Source: an optimization exercise on an open RTL-to-GDS flow (aim: small area, a short achievable clock period and few clock cycles per item). Production flows keep margins and buffers that such runs may drop. Function not checked in this run: the RTL went through the layout flow alone. Power figures rest on the tool's default switching activity, not on a simulated workload.

### config.mk
export PLATFORM = sky130hd
export DESIGN_NAME = lru_cache_table
export DESIGN_NICKNAME = lru_cache_table
export VERILOG_FILES = /design/flow/design.v
export SDC_FILE = /design/flow/constraint.sdc
export NUM_CORES = 4
export LEC_CHECK = 0
export CAP_MARGIN = 20
export CORE_MARGIN = 2
export CORE_UTILIZATION = 60
export SETUP_SLACK_MARGIN = 2.5
export SLEW_MARGIN = 20
### run.sh
#!/bin/bash
# synth_recipe.tcl (not shown) runs the flow's synth.tcl, then flattens the netlist and writes it again
# the make line also repeats each setting of config.mk as NAME=value (left out here)
make -C /OpenROAD-flow-scripts/flow DESIGN_CONFIG=/design/flow/config.mk WORK_HOME=/design/flow/orfs CLKGATE_MAP_FILE= SYNTH_SCRIPT=/design/flow/synth_recipe.tcl finish
### design.v
package lct_pkg;
  localparam int DEPTH_DEFAULT = 16;
  localparam int CMD_W         = 2;
  localparam int KEY_W         = 16;
  localparam int VALUE_W       = 32;
  localparam logic [VALUE_W-1:0] MISS_WORD = 32'hBF80_0000;
  typedef enum logic [CMD_W-1:0] {
    CMD_LOOKUP = 2'd0,
    CMD_INSERT = 2'd1,
    CMD_CLEAR  = 2'd2
  } cmd_t;
  typedef struct packed {
    logic [KEY_W-1:0]   key;
    logic [VALUE_W-1:0] value;
  } entry_t;
  function automatic int addr_w(input int depth);
    addr_w = (depth > 1) ? $clog2(depth) : 1;
  endfunction
endpackage
module lct_holes #(
  parameter int N = lct_pkg::DEPTH_DEFAULT
) (
  input  logic [N-1:0] vld,
  output logic [N:0]   z1,
  output logic [N:0]   z2
);
  localparam int L = $clog2(N);
  logic [N-1:0] o [L+1];
  logic [N-1:0] t [L+1];
  always_comb begin
    o[0] = ~vld;
    t[0] = '0;
    for (int k = 0; k < L; k++) begin
      for (int i = 0; i < N; i++) begin
        if (i >= (1 << k)) begin
          o[k+1][i] = o[k][i] || o[k][i-(1<<k)];
          t[k+1][i] = t[k][i] || t[k][i-(1<<k)] || (o[k][i] && o[k][i-(1<<k)]);
        end else begin
          o[k+1][i] = o[k][i];
          t[k+1][i] = t[k][i];
        end
      end
    end
    z1[0] = 1'b0;
    z2[0] = 1'b0;
    for (int p = 1; p <= N; p++) begin
      z1[p] = o[L][p-1];
      z2[p] = t[L][p-1];
    end
  end
endmodule
module lru_cache_table #(
  parameter int DEPTH = lct_pkg::DEPTH_DEFAULT
) (
  input  logic                        clk,
  input  logic                        rst,
  input  logic                        in_valid,
  output logic                        in_ready,
  input  logic [lct_pkg::CMD_W-1:0]   command,
  input  logic [lct_pkg::KEY_W-1:0]   key,
  input  logic [lct_pkg::VALUE_W-1:0] value,
  output logic                        out_valid,
  input  logic                        out_ready,
  output logic                        hit,
  output logic [lct_pkg::VALUE_W-1:0] read_data
);
  localparam int N  = DEPTH;
  localparam int IW = lct_pkg::addr_w(DEPTH);
  localparam int KW = lct_pkg::KEY_W;
  localparam int VW = lct_pkg::VALUE_W;
  logic [KW-1:0] tk  [N];
  logic [IW-1:0] ptr [N];
  logic [N-1:0]  vld;
  logic [VW-1:0] sv  [N];
  logic [IW-1:0] free_slot;
  logic [1:0]    rq_n;
  logic          rq_hit  [2];
  logic          rq_miss [2];
  logic [IW-1:0] rq_slot [2];
  logic          o_free;
  logic          rq_pop;
  logic          r_hit, r_miss;
  logic          go;
  logic [N-1:0]  m;         
  logic [N:0]    ahead;     
  logic [N:0]    full;      
  logic [N:0]    z1, z2;    
  logic          any;
  logic [N-1:0]  first;     
  logic [IW-1:0] hptr;
  logic          first_full;
  logic [IW-1:0] next_free;
  logic          is_lk, is_ins, is_clr;
  logic          do_hit, do_ins, do_clr;
  logic [N-1:0]  rot;       
  assign go       = in_valid && !rq_n[1];
  assign in_ready = !rq_n[1];
  assign o_free   = !out_valid || out_ready;
  assign rq_pop   = o_free && (rq_n != 2'd0);
  assign is_lk  = (command == lct_pkg::CMD_LOOKUP);
  assign is_ins = (command == lct_pkg::CMD_INSERT);
  assign is_clr = (command == lct_pkg::CMD_CLEAR);
  lct_holes #(.N(N)) u_holes (
    .vld(vld),
    .z1 (z1),
    .z2 (z2)
  );
  always_comb begin
    for (int p = 0; p < N; p++) begin
      m[p] = vld[p] && (tk[p] == key);
    end
    ahead[0] = 1'b0;
    for (int p = 0; p < N; p++) begin
      ahead[p+1] = ahead[p] || m[p];
    end
    full = ~z1;
    any  = ahead[N];
    for (int p = 0; p < N; p++) begin
      first[p] = m[p] && !ahead[p];
    end
    hptr       = '0;
    first_full = 1'b0;
    for (int p = 0; p < N; p++) begin
      hptr       = hptr | ({IW{first[p]}} & ptr[p]);
      first_full = first_full || (first[p] && full[p]);
    end
    if (z2[N]) begin
      next_free = '0;
      for (int p = 0; p < N; p++) begin
        if (!vld[p] && z1[p] && !z2[p]) begin
          next_free = next_free | ptr[p];
        end
      end
    end else if (z1[N-1]) begin
      next_free = ptr[N-1];
    end else begin
      next_free = ptr[N-2];
    end
  end
  assign do_hit = go && is_lk && any;
  assign do_ins = go && is_ins;
  assign do_clr = go && is_clr && any;
  assign r_hit  = is_lk && any;
  assign r_miss = is_lk && !any;
  always_comb begin
    for (int p = 0; p < N; p++) begin
      rot[p] = (do_ins && full[p]) || (do_hit && !ahead[p]);
    end
  end
  always_ff @(posedge clk) begin
    if (rot[0]) begin
      tk[0] <= key;
    end
    for (int p = 1; p < N; p++) begin
      if (rot[p]) begin
        tk[p] <= tk[p-1];
      end
    end
  end
  always_ff @(posedge clk) begin
    if (rst) begin
      for (int p = 0; p < N; p++) begin
        ptr[p] <= IW'(p);
      end
      free_slot <= '0;
    end else begin
      if (rot[0]) begin
        ptr[0] <= do_ins ? free_slot : hptr;
      end
      for (int p = 1; p < N; p++) begin
        if (rot[p]) begin
          ptr[p] <= ptr[p-1];
        end
      end
      if (do_ins) begin
        free_slot <= next_free;
      end else if (do_hit && full[N] && first[N-1]) begin
        free_slot <= ptr[N-2];
      end else if (do_clr && first_full) begin
        free_slot <= hptr;
      end
    end
  end
  always_ff @(posedge clk) begin
    if (rst) begin
      vld <= '0;
    end else begin
      if (rot[0]) begin
        vld[0] <= 1'b1;
      end else if (do_clr && first[0]) begin
        vld[0] <= 1'b0;
      end
      for (int p = 1; p < N; p++) begin
        if (rot[p]) begin
          vld[p] <= vld[p-1];
        end else if (do_clr && first[p]) begin
          vld[p] <= 1'b0;
        end
      end
    end
  end
  always_ff @(posedge clk) begin
    for (int s = 0; s < N; s++) begin
      if (do_ins && (free_slot == IW'(s))) begin
        sv[s] <= value;
      end
    end
  end
  always_ff @(posedge clk) begin
    if (rst) begin
      rq_n      <= 2'd0;
      out_valid <= 1'b0;
    end else begin
      if (o_free) begin
        out_valid <= (rq_n != 2'd0);
      end
      rq_n <= rq_n + {1'b0, go} - {1'b0, rq_pop};
    end
  end
  always_ff @(posedge clk) begin
    if (rq_pop) begin
      rq_hit[0]  <= rq_hit[1];
      rq_miss[0] <= rq_miss[1];
      rq_slot[0] <= rq_slot[1];
    end
    if (go && (rq_n == (rq_pop ? 2'd1 : 2'd0))) begin
      rq_hit[0]  <= r_hit;
      rq_miss[0] <= r_miss;
      rq_slot[0] <= hptr;
    end
    if (go) begin
      rq_hit[1]  <= r_hit;
      rq_miss[1] <= r_miss;
      rq_slot[1] <= hptr;
    end
  end
  always_ff @(posedge clk) begin
    if (o_free) begin
      hit       <= rq_hit[0];
      read_data <= rq_hit[0] ? sv[rq_slot[0]] : (rq_miss[0] ? lct_pkg::MISS_WORD : '0);
    end
  end
endmodule
### constraint.sdc
create_clock -name core_clock -period 5.0 [get_ports {clk}]
set_input_delay 1.0000 -clock core_clock [delete_from_list [all_inputs] [get_ports {clk}]]
set_output_delay 1.0000 -clock core_clock [all_outputs]
set_load 0.01 [all_outputs]
==> impl_metrics.py <==
metrics = {
    "grt": {
        "global_route.usage.total_pct": 37.37,
        "grt_first_pass_wirelength_um": 178000,
        "initial_antenna_violation_count": 1,
        "largest_net_degree_at_the_start_of_global_routing": 56,
        "global_route.overflow_total": 0,
        "grt_pass1_vias": 26670,
    },
    "finish": {
        "fillerInstances": 3544,
        "layout.area.seq_mm2": 0.02616,
        "finish.instance_area_mm2": 0.04913,
        "area_growth_pct": 29.34,
        "drive_above_1_share_pct": 29.79,
        "fin_nets": 3112,
        "multi_input_area_mm2": 0.01348,
    },
    "sta": {
        "final.setup_skew_ns": 0.03663,
        "setup_repair_after_global_routing_missed_its_margin": "yes",
        "finalSetupViolations": 0,
        "maxClockFrequency_ghz": 0.2862,
        "finalCriticalPeriod_ns": 3.494,
        "postLayoutSetupSlackWorst_ns": 1.506,
        "tightest_slew_ns": 1.019,
        "final_min_period_over_clock_period_pct": 69.88,
        "timing_hold_violations_final": 0,
        "normalized_max_slew_margin_pct": 31.62,
        "final_max_slew_viol_count": 0,
        "finalSetupTns_ns": 0,
    },
    "critical_path": {
        "worstSetupPathDepth": 14,
        "worst_r2r_path_depth": 11,
        "worst_ep_required_time_ns": 5.41,
        "path_max_fanout": 8,
        "critical_path_buf_inv_count": 7,
        "category_of_the_worst_setup_path_launch_point": "primary input",
        "r2r_setup_slack_ns": 1.61,
        "critical_path_class": "primary input to flip-flop",
        "endpoint_of_the_most_critical_register_to_register_path": "free_slot[0]",
        "critPathTopFamily": "simple AND/OR/NAND/NOR gates",
        "cpPeakStageDelay_ns": 0.59,
        "worst_r2r_startpoint": "tk[10][0]",
        "crit_path_end_kind": "flip-flop",
        "timing.critical_path.cells": "buf_2 > buf_12 > xor2_1 > nor4_2 > nand2_2 > or4_4 > buf_6 > nand2b_4 > buf_6 > nor3b_4 > buf_12 > a22oi_4 > clkinvlp_4 > clkbuf_16",
        "worst_ep_arrival_time_ns": 3.90,
        "cell_at_the_slowest_stage_of_the_critical_path": "or4_4",
    },
    "synthesis": {
        "yosysSeqAreaShare_pct": 68.85,
        "synthArstFlopShare_pct": 0,
        "synth_simple_gate_area_share_pct": 10.10,
        "area_fraction_in_compound_gates_after_synthesis_pct": 10.49,
        "largest_family_of_logic_cells_by_synthesized_area": "compound AO/OA/AOI/OAI gates",
        "syn-cell-area_mm2": 0.03799,
        "ys_ff_latch": 900,
        "avgSynthCellArea_um2": 14.54,
        "synth-edff-count": 813,
        "ys_dominant_reg_cell": "edfxtp_1",
        "synthDominantAreaCellType": "edfxtp_1",
        "top_count_cell_post_synth": "edfxtp_1",
        "synth_top_cells_by_count": "edfxtp_1, xnor2_1, a22oi_1",
        "postSynthNetCount": 2669,
        "ys_warn_count": 10,
        "post_synth_fa_ha_maj_area_fraction_pct": 0.09223,
        "synth_cell_type_count": 108,
        "synth_mux_area_share_pct": 1.970,
        "netlist_instances": 2613,
        "synthTopCellsByArea": "edfxtp_1, dfxtp_1, xnor2_1, a22oi_1, nand4_1",
        "synth.top_cell.area_share_pct": 64.27,
        "synthXorXnorAreaFrac_pct": 6.156,
    },
    "routing": {
        "routed-via-count": 27180,
        "ant_nets": 0,
        "finalWirelength_um": 127200,
        "initial_drc_count": 3619,
        "routedWlPerCell_um": 32.00,
        "first_pass_iters": 5,
        "route.detailed.drc": 0,
        "viasPerCell": 6.837,
    },
    "die": {
        "pin_count": 89,
        "design.die.area_mm2": 0.06534,
        "floorplan_die_height_um": 255.6,
        "initial_utilization_pct": 60.44,
        "fp.dieW_um": 255.6,
        "num_rows": 92,
        "core_mm2": 0.06285,
    },
    "placed_design": {
        "post_dp_cell_area_mm2": 0.04102,
        "gp_routability_congestion": 0.9777,
        "post-dp-hpwl_um": 70790,
        "port_buffers": 88,
        "pre_cts_setup_slack_ns": 0.05081,
    },
    "power_and_ir_drop": {
        "static-leakage-power_nw": 16.86,
        "max-vdd-ir-drop_v": 0.0002753,
        "power_density_mw_per_mm2": 367.0,
    },
    "outcome": {
        "outcome": "no timing/DRC/antenna violations",
    },
    "cts": {
        "tritoncts": "done",
        "cts_inserted_buffers": 88,
        "clock-sinks": 900,
        "cts-htree-levels": 3,
        "max-clock-path-buffers": 3,
        "clock_insertion_delay_worst_skew_ns": 0.66,
        "root_buffer_cell": "clkbuf_16",
        "quantity_of_hold_fixing_buffers_added_after_cts": 0,
        "cts.reportedPaths.clkPinSlew_ns": 0.06,
    },
    "run": {
        "maxCapViolations": 0,
    },
    "min_path": {
        "min_to": "tk[3][9]",
        "hold_class": "flip-flop to flip-flop",
        "hold-path-cell-count": 0,
        "hp-start": "tk[2][9]",
    },
}
-- stage by stage --
| stage | util (%) | hold slack, ns | total power [mW] | cells |
|---|---|---|---|---|
| final | 78.17 | 0.4658 | 18.03 | 3975 |
| after global routing | 78.16 | 0.4752 | 18.45 | 3971 |
| after CTS | 75.49 | 0.4653 | 17.78 | 3892 |
| after detailed placement | 65.26 | 0.4552 | 10.98 | 3547 |
| after global placement | 65.26 | 0.4499 | 10.93 | 3547 |
| after floorplan | - | 0.4473 | 9.911 | 2613 |
-- worst max-delay path by stage --
stage / start / end / slack, ns
final: key[3] / tk[13][0] / 1.51
after global routing: key[13] / free_slot[0] / 1.47
after CTS: vld[0] / free_slot[0] / 1.58
after detailed placement: key[8] / free_slot[2] / 0.05
after global placement: key[8] / free_slot[2] / -0.006
after floorplan: key[8] / tk[15][0] / 1.20
-- cell families (layout without fill, tap and decap cells) --
logic type,count (synthesis),in the layout
AND/OR/NAND/NOR,686,696
multiplexers,74,74
XOR/XNOR,267,267
flip-flops,900,900
AO/OA/AOI/OAI,505,506
other,0,4
buffers and inverters,178,679
adder cells (fa/ha/maj),3,3
-- per-layer routing --
metal  vias to the layer above  wire length (µm)  GRT usage, %
met5                         -                 0             0
met4                         0              8667         21.46
met3                       478             12100         5.466
met2                      1956             62810         63.90
met1                     13500             43610         45.69
li1                      11240                 -             -
-- area by class of cell --
type                            count  area share (%)
Tap cell                          846           2.154
Inverter                           32          0.3158
Clock buffer                      104           4.732
Timing Repair Buffer              488           11.01
Clock inverter                     55           1.090
Multi-Input combinational cell   1546           27.44
Antenna cell                        4         0.02037
Sequential cell                   900           53.25
-- cell usage in the layout (no fill, tap or decap), drive strengths merged, types with 8 or more instances in the layout --
master / Yosys / routed
nand2b: 20 / 20
edfxtp: 813 / 813
clkinvlp: 0 / 11
o21ai: 24 / 24
and4: 19 / 19
o211ai: 16 / 16
o31a: 9 / 9
a31oi: 17 / 17
a22o: 28 / 28
inv: 31 / 25
a221oi: 33 / 33
nor2: 128 / 138
nand4: 118 / 118
xnor2: 193 / 193
dfxtp: 87 / 87
xor2: 74 / 74
dlygate4sd2: 0 / 37
buf: 61 / 404
a21oi: 66 / 66
or3: 8 / 8
o31ai: 10 / 10
o221ai: 11 / 11
and2: 12 / 12
a22oi: 188 / 188
nor4b: 12 / 12
nand3: 81 / 81
clkdlybuf4s50: 0 / 33
and3: 16 / 16
mux2i: 68 / 68
nor4: 37 / 37
clkbuf: 85 / 113
o221a: 23 / 23
clkinv: 1 / 44
nand2: 141 / 141
nor3: 40 / 40
o2111ai: 8 / 8
or4: 16 / 16
-- flip-flops by register name, summed over array words and instances, names as in the netlist --
signal and count:
out_valid 1, read_data 32, rq_miss 2, free_slot 4, rq_n 2, rq_slot 8, vld 16, rq_hit 2
hit 1, tk 256, ptr 64, sv 512
-- power by group --
group / switching (mW) / internal [mW] / total (mW)
logic: 1.83 / 1.12 / 2.95
registers: 0.0903 / 8.39 / 8.48
clock network: 2.89 / 3.71 / 6.59
-- worst register-to-register path: stages, from the launching register on --
cell	delay [ns]
edfxtp_1	0.51
xor2_2	0.21
or4_4	0.56
nor4_4	0.30
a22oi_2	0.14
buf_6	0.16
a2111o_1	0.46
a32oi_2	0.20
o22a_2	0.28
nand3_4	0.13
o221ai_2	0.22
a31oi_1	0.07
-- repair_timing --
item,CTS,global route
buffers inserted,161,70
cloned,25,9
pin swaps,122,99
endpoints found under the hold margin,0,0
setup endpoints to repair,931,751
resized for setup,431,173

## what the ideal ports hide
No port has a modelled driver above. Below, the same layout with a new extraction and two added sets of constraints.
Step 1, drivers: a clkbuf_16 drives clk and a buf_2 each remaining input, both assumed.
Step 2 times the ports against the registers' clock, not the clock port: input delays grow and output delays shrink by t, the midpoint of the rising clock arrivals with the driver on.
Slacks: ideal ports / drivers / drivers and shift; pairs: ideal ports / drivers.
t (ns): 0.700
setup WS [ns]: 1.506 / 1.527 / 0.827
worst setup path after step 2: input to register
pins driven straight from the clock port: 1
After both steps setup and hold are still met in this run. For this run, drivers alone change the setup slack by +0.021 ns; drivers and shift together by -0.679 ns.
